This design comes from an exercise in tuning for small area on the open sky130 flow, not from production work. Where RTL was checked, it was by simulation tests only, not by an equivalence proof against the original.

==> job 1245 <==
## scan_top
module scan_top (
    input  logic clk,
    input  logic TxD_reset,
    input  logic rx_serial,
    output logic tx_serial,
    output logic tx_busy
);
export LEC_CHECK = 0
export CAP_MARGIN = 20
export CORE_MARGIN = 2
export CORE_UTILIZATION = 70
export CTS_BUF_LIST = sky130_fd_sc_hd__clkbuf_4 sky130_fd_sc_hd__clkbuf_8
export SLEW_MARGIN = 20
create_clock -name core_clock -period 10.0 [get_ports {clk}]
standard.sh (not shown) runs the stock make flow with config.mk's settings and CLKGATE_MAP_FILE= SYNTH_SCRIPT=/design/flow/synth_recipe.tcl, a recipe that flattens the netlist after the stock synthesis.
==> flow/flow/run.sh <==
#!/bin/bash
set -euo pipefail
bash standard.sh finish "CTS_ARGS=-sink_clustering_enable -repair_clock_nets -dont_use_dummy_load -buf_list {sky130_fd_sc_hd__clkbuf_4 sky130_fd_sc_hd__clkbuf_8}" > run_make.log 2>&1
==> job 6375: changes against job 1245 <==
==> flow/design.v (replaced) <==
`default_nettype none
`default_nettype wire
`default_nettype none
package scan_pkg;
    typedef logic [15:0] distance_t;
    typedef logic [15:0] angle_t;
    typedef struct packed {
        angle_t      fsa;
        angle_t      lsa;
        logic [7:0]  count;
        logic [7:0]  min_idx;
        logic [7:0]  max_idx;
    } scan_summary_t;
    typedef struct packed {
        logic [15:0] alert;
        angle_t      min_angle;
        angle_t      max_angle;
    } scan_report_t;
endpackage
`default_nettype wire
`timescale 1ns/1ps
`default_nettype none
module scan_top (
    input  logic clk,
    input  logic TxD_reset,
    input  logic rx_serial,
    output logic tx_serial,
    output logic tx_busy
);
    logic [3:0] sc_q;       
    logic       tick;
    assign tick = (sc_q == 4'd15);
    always_ff @(posedge clk) begin
        sc_q <= sc_q + 4'd1;
    end
    logic [3:0] rb_q;
    logic       dv;
    logic [2:0] j;
    logic       b;
    assign b  = rx_serial;
    assign dv = tick & ~rb_q[3];
    assign j  = rb_q[2:0];
    always_ff @(posedge clk) begin
        if (TxD_reset) begin
            rb_q <= 4'd9;
        end else if (rb_q == 4'd9) begin
            if (!b) rb_q <= tick ? 4'd0 : 4'd15;
        end else if (tick) begin
            rb_q <= rb_q + 4'd1;
        end
    end
    localparam logic [2:0] HA = 3'd0, HB = 3'd1, CN = 3'd2, FS = 3'd3, LS = 3'd4, SM = 3'd5;
    logic [2:0]  st_q;
    logic        hi_q;
    logic [3:0]  k;
    logic        byte_done;
    logic        field_done;
    assign k          = {hi_q, j};
    assign byte_done  = dv & (j == 3'd7);
    assign field_done = byte_done & hi_q;
    logic [7:0]  den_q;
    logic [7:0]  idx_q;
    logic [15:0] a_q;       
    logic [15:0] s_q;       
    logic [8:0]  r_q;       
    logic [8:0]  e_q;       
    logic        d_q;       
    logic        c_q;       
    logic        first;     
    logic        last;      
    logic [2:0][15:0] p_q;
    logic [1:0]  mi_q;      
    logic [1:0]  ma_q;      
    logic [1:0]  fr;        
    logic        maxv_q;    
    logic        lt_q, gt_q, nz_q, nr_q;
    logic [15:0] mina_q;    
    logic [15:0] maxa_q;
    logic [15:0] mask_q;
    localparam logic [2:0] Q_IDLE = 3'd0, Q_DIV = 3'd1, Q_COR = 3'd2, Q_E1 = 3'd3,
                           Q_E2 = 3'd4, Q_A = 3'd5;
    logic [2:0]  sq_q;
    logic        p9;        
    logic        p0;
    logic        dbit;      
    logic        dsub;      
    logic        den0;
    assign p9   = ~sc_q[3] | (sc_q == 4'd8);
    assign p0   = (sc_q == 4'd0);
    assign dbit = ~sc_q[3] & den_q[0];
    assign den0 = (den_q == 8'd0);
    assign dsub = (tb_q == 4'd15) | s_q[0];
    logic fa_x, fa_y, fa_c, fa_s, fa_co;
    always_comb begin
        fa_x = b;
        fa_y = 1'b0;
        fa_c = c_q;
        case (sq_q)
            Q_A:   begin fa_x = a_q[0]; fa_y = s_q[0]; if (p0) fa_c = nz_q & ~first; end
            Q_E1:  begin fa_x = e_q[0]; fa_y = ~sc_q[3] & r_q[0]; if (p0) fa_c = 1'b0; end
            Q_E2:  begin fa_x = e_q[0]; fa_y = nz_q & ~dbit; if (p0) fa_c = nz_q; end
            Q_DIV: begin fa_x = p0 ? s_q[15] : d_q; fa_y = dbit ^ dsub; if (p0) fa_c = dsub; end
            Q_COR: begin fa_x = r_q[0]; fa_y = dbit & ~s_q[0]; if (p0) fa_c = 1'b0; end
            default: begin
                case (st_q)
                    CN: begin fa_y = 1'b1; if (k == 4'd0) fa_c = 1'b0; end
                    FS: begin fa_x = ~(~k[3] & den_q[0]); if (k == 4'd0) fa_c = 1'b1; end
                    default: begin fa_y = ~a_q[0]; if (k == 4'd0) fa_c = 1'b1; end
                endcase
            end
        endcase
        {fa_co, fa_s} = fa_x + fa_y + fa_c;
    end
    logic rot9;             
    logic rot_den;          
    assign rot9    = (sq_q == Q_DIV || sq_q == Q_COR || sq_q == Q_E1 || sq_q == Q_E2) && p9;
    assign rot_den = (rot9 && ~sc_q[3] && sq_q != Q_E1) || (dv && st_q == FS && ~k[3]);
    logic hbit_ok;
    logic hmatch;
    assign hbit_ok = (b == (j[0] ^ (st_q == HB)));
    assign hmatch  = ((j == 3'd0) | c_q) & hbit_ok;
    logic m_bit, x_bit;
    logic lt_n, gt_n, nz_n, nr_n;
    logic take_min, take_max;
    assign fr    = ~(mi_q ^ ma_q);
    assign m_bit = p_q[mi_q][0];
    assign x_bit = p_q[ma_q][0];
    assign lt_n  = (b ^ m_bit) ? m_bit : ((k != 4'd0) & lt_q);
    assign gt_n  = (b ^ x_bit) ? b     : ((k != 4'd0) & gt_q);
    assign nz_n  = b | ((k != 4'd0) & nz_q);
    assign nr_n  = ~b & ((k == 4'd7) | nr_q);
    assign take_min = nz_n & lt_n;
    assign take_max = nz_n & (~maxv_q | gt_n);
    assign first    = (idx_q == 8'd0);
    assign last     = (idx_q == den_q);
    logic smp_done;
    assign smp_done = (st_q == SM) & field_done;
    logic tx_start;
    assign tx_start = (sq_q == Q_A) & tick & (st_q != SM);
    logic        busy_q;
    logic [3:0]  tb_q;
    logic [2:0]  tf_q;
    always_ff @(posedge clk) begin
        if (TxD_reset) begin
            st_q <= HA;
            sq_q <= Q_IDLE;
        end else begin
            if (byte_done) begin
                case (st_q)
                    HA: if (hmatch) st_q <= HB;
                    HB: st_q <= hmatch ? CN : HA;
                    CN: st_q <= FS;
                    FS: if (hi_q) st_q <= LS;
                    LS: if (hi_q) st_q <= SM;
                    SM: if (hi_q && last) st_q <= HA;
                    default: st_q <= HA;
                endcase
            end
            if (tick) begin
                case (sq_q)
                    Q_DIV:  if (tb_q == 4'd14) sq_q <= Q_COR;
                    Q_COR:  sq_q <= den0 ? Q_A : Q_IDLE;
                    Q_E1:   sq_q <= Q_E2;
                    Q_E2:   sq_q <= Q_A;
                    Q_A:    sq_q <= Q_IDLE;
                    default: begin
                        if (st_q == LS && field_done) sq_q <= Q_DIV;
                        else if (smp_done) sq_q <= last ? Q_A : Q_E1;
                    end
                endcase
            end
        end
    end
    always_ff @(posedge clk) begin
        if (byte_done) begin
            hi_q <= (st_q == CN || st_q == HA || st_q == HB) ? 1'b0 : ~hi_q;
        end
        if (sq_q == Q_A || rot9) c_q <= fa_co;
        else if (dv) begin
            if (st_q == HA || st_q == HB) c_q <= hmatch;
            else c_q <= fa_co;
        end
        d_q <= r_q[0];
        if (dv && st_q == CN) den_q <= {fa_s, den_q[7:1]};
        else if (rot_den) den_q <= {den_q[0], den_q[7:1]};
        if (dv && st_q == FS) idx_q <= {1'b0, idx_q[7:1]};
        else if (sq_q == Q_E1 && ~sc_q[3]) idx_q <= {idx_q[0] ^ (nz_q | p0), idx_q[7:1]};
        if (dv && st_q == FS) a_q <= {b, a_q[15:1]};
        else if ((dv && st_q == LS) || sq_q == Q_A)
            a_q <= {(sq_q == Q_A) ? fa_s : a_q[0], a_q[15:1]};
        if (dv && st_q == LS) s_q <= {fa_s, s_q[15:1]};
        else if (sq_q == Q_DIV && sc_q == 4'd8) s_q <= {s_q[14:0], ~fa_s | den0};
        else if (sq_q == Q_A) s_q <= {s_q[0], s_q[15:1]};
        if (dv && st_q == FS) begin
            r_q <= {1'b0, r_q[8:1]};
            if (k <= 4'd8) e_q <= {fa_s, e_q[8:1]};
        end else begin
            if ((sq_q == Q_DIV || sq_q == Q_COR) && p9) r_q <= {fa_s, r_q[8:1]};
            else if (sq_q == Q_E1 && p9) r_q <= {r_q[0], r_q[8:1]};
            if ((sq_q == Q_E1 || sq_q == Q_E2) && p9) e_q <= {fa_s, e_q[8:1]};
        end
        for (int r = 0; r < 3; r++) begin
            if (dv && (st_q == FS || st_q == LS)) begin
                p_q[r] <= {mi_q == 2'(r), p_q[r][15:1]};
            end else if (dv && st_q == SM) begin
                p_q[r] <= {(mi_q == 2'(r) || (ma_q == 2'(r) && maxv_q)) ? p_q[r][0] : b, p_q[r][15:1]};
            end
        end
        if (dv && st_q == SM) begin
            lt_q <= smp_done ? (take_min | first) : lt_n;
            gt_q <= smp_done ? (take_max | first) : gt_n;
            nz_q <= nz_n;
            nr_q <= nr_n;
        end else if (sq_q == Q_E1 && ~sc_q[3]) begin
            nz_q <= idx_q[0] & (nz_q | p0);
        end else if (sq_q == Q_E1 && sc_q == 4'd8) begin
            nz_q <= ~fa_s;      
        end
        if (st_q == CN) begin
            mi_q   <= 2'd0;
            ma_q   <= 2'd1;
            maxv_q <= 1'b0;
        end else if (smp_done) begin
            if (take_min) mi_q <= fr;
            if (take_max) begin
                if (maxv_q) ma_q <= fr;
                maxv_q <= 1'b1;
            end
        end
    end
    logic        bit_end;
    logic        tx_data;
    logic        txbit;
    assign bit_end = busy_q & tick;
    assign tx_data = ~tb_q[3];
    always_comb begin
        if (tf_q[2])      txbit = maxa_q[0];
        else if (tf_q[1]) txbit = mina_q[0];
        else              txbit = mask_q[0];
    end
    assign tx_serial = ~busy_q | (tb_q[3] ? ~tb_q[0] : txbit);
    assign tx_busy   = busy_q;
    always_ff @(posedge clk) begin
        if (TxD_reset) begin
            busy_q <= 1'b0;
        end else if (tx_start) begin
            busy_q <= 1'b1;
        end else if (bit_end && tb_q == 4'd8 && tf_q == 3'd5) begin
            busy_q <= 1'b0;
        end
    end
    always_ff @(posedge clk) begin
        if (tx_start || (st_q == LS && field_done)) begin
            tb_q <= 4'd15;
            tf_q <= 3'd0;
        end else if (bit_end || (tick && sq_q == Q_DIV)) begin
            tb_q <= (tb_q == 4'd8 && busy_q) ? 4'd15 : tb_q + 4'd1;
            if (tb_q == 4'd8) tf_q <= tf_q + 3'd1;
        end
    end
    always_ff @(posedge clk) begin
        if (smp_done && nz_n && idx_q[7:4] == 4'd0) mask_q <= {nr_n, mask_q[15:1]};
        else if ((dv && (st_q == FS || st_q == LS)) || (bit_end && tx_data && tf_q[2:1] == 2'b00))
            mask_q <= {1'b0, mask_q[15:1]};
    end
    always_ff @(posedge clk) begin
        if ((sq_q == Q_A && lt_q) || (bit_end && tx_data && tf_q[2:1] == 2'b01))
            mina_q <= {a_q[0], mina_q[15:1]};
        if ((sq_q == Q_A && gt_q) || (bit_end && tx_data && tf_q[2] == 1'b1))
            maxa_q <= {a_q[0], maxa_q[15:1]};
    end
endmodule
`default_nettype wire
==> flow/flow/run.sh (replaced) <==
#!/bin/bash
set -euo pipefail
bash standard.sh finish "CTS_ARGS=-sink_clustering_enable -repair_clock_nets -dont_use_dummy_load -sink_clustering_size 35 -sink_clustering_max_diameter 150 -buf_list {sky130_fd_sc_hd__clkbuf_16}" > run_make.log 2>&1
==> run summary <==
Between job 6375 and job 1245, the lower worst hold slack is in job 1245 (gap 0.14 ns).
Against job 1245, the critical path depth of job 6375 is lower by 3.
Between job 6375 and job 1245, the lower setup slack is in job 6375 (gap 0.43 ns).
Against job 6375, the synthesized cell count of job 1245 is larger by 5.6%.
Between job 6375 and job 1245, the lower final cell count is in job 6375 (gap 5.0%, measured against job 1245).
For job 1245, only the layout was checked, not whether the RTL still works.

[afterwards: timing with drivers on the ports]
The results above use ideal ports. As a check the final layouts listed here were re-extracted and re-timed, cells and wires unchanged. Step 1 (the two cells are an assumption about what drives the block):
set clk [get_ports {clk}]
set_driving_cell -lib_cell sky130_fd_sc_hd__clkbuf_16 $clk
set_driving_cell -lib_cell sky130_fd_sc_hd__buf_2 [delete_from_list [all_inputs] $clk]
Step 2, shift: input delay + t, output delay - t, t = (earliest + latest rising clock arrival at the registers) / 2. This alone moves slack from input paths to output paths. a / b / c = ideal ports / drivers / drivers and shift; a / b = the first two.
run	shift t [ns]	setup slack, ns	latest minus earliest clock arrival (ns)
job 1245	0.544	6.095 / 6.106 / 5.562	0.070 / 0.071
job 6375	0.460	5.667 / 5.680 / 5.220	0.026 / 0.026
After both steps setup and hold are still met in every run listed. The setup slack of job 1245, which loses most, moves by +0.011 ns with the drivers and by -0.533 ns with both steps.
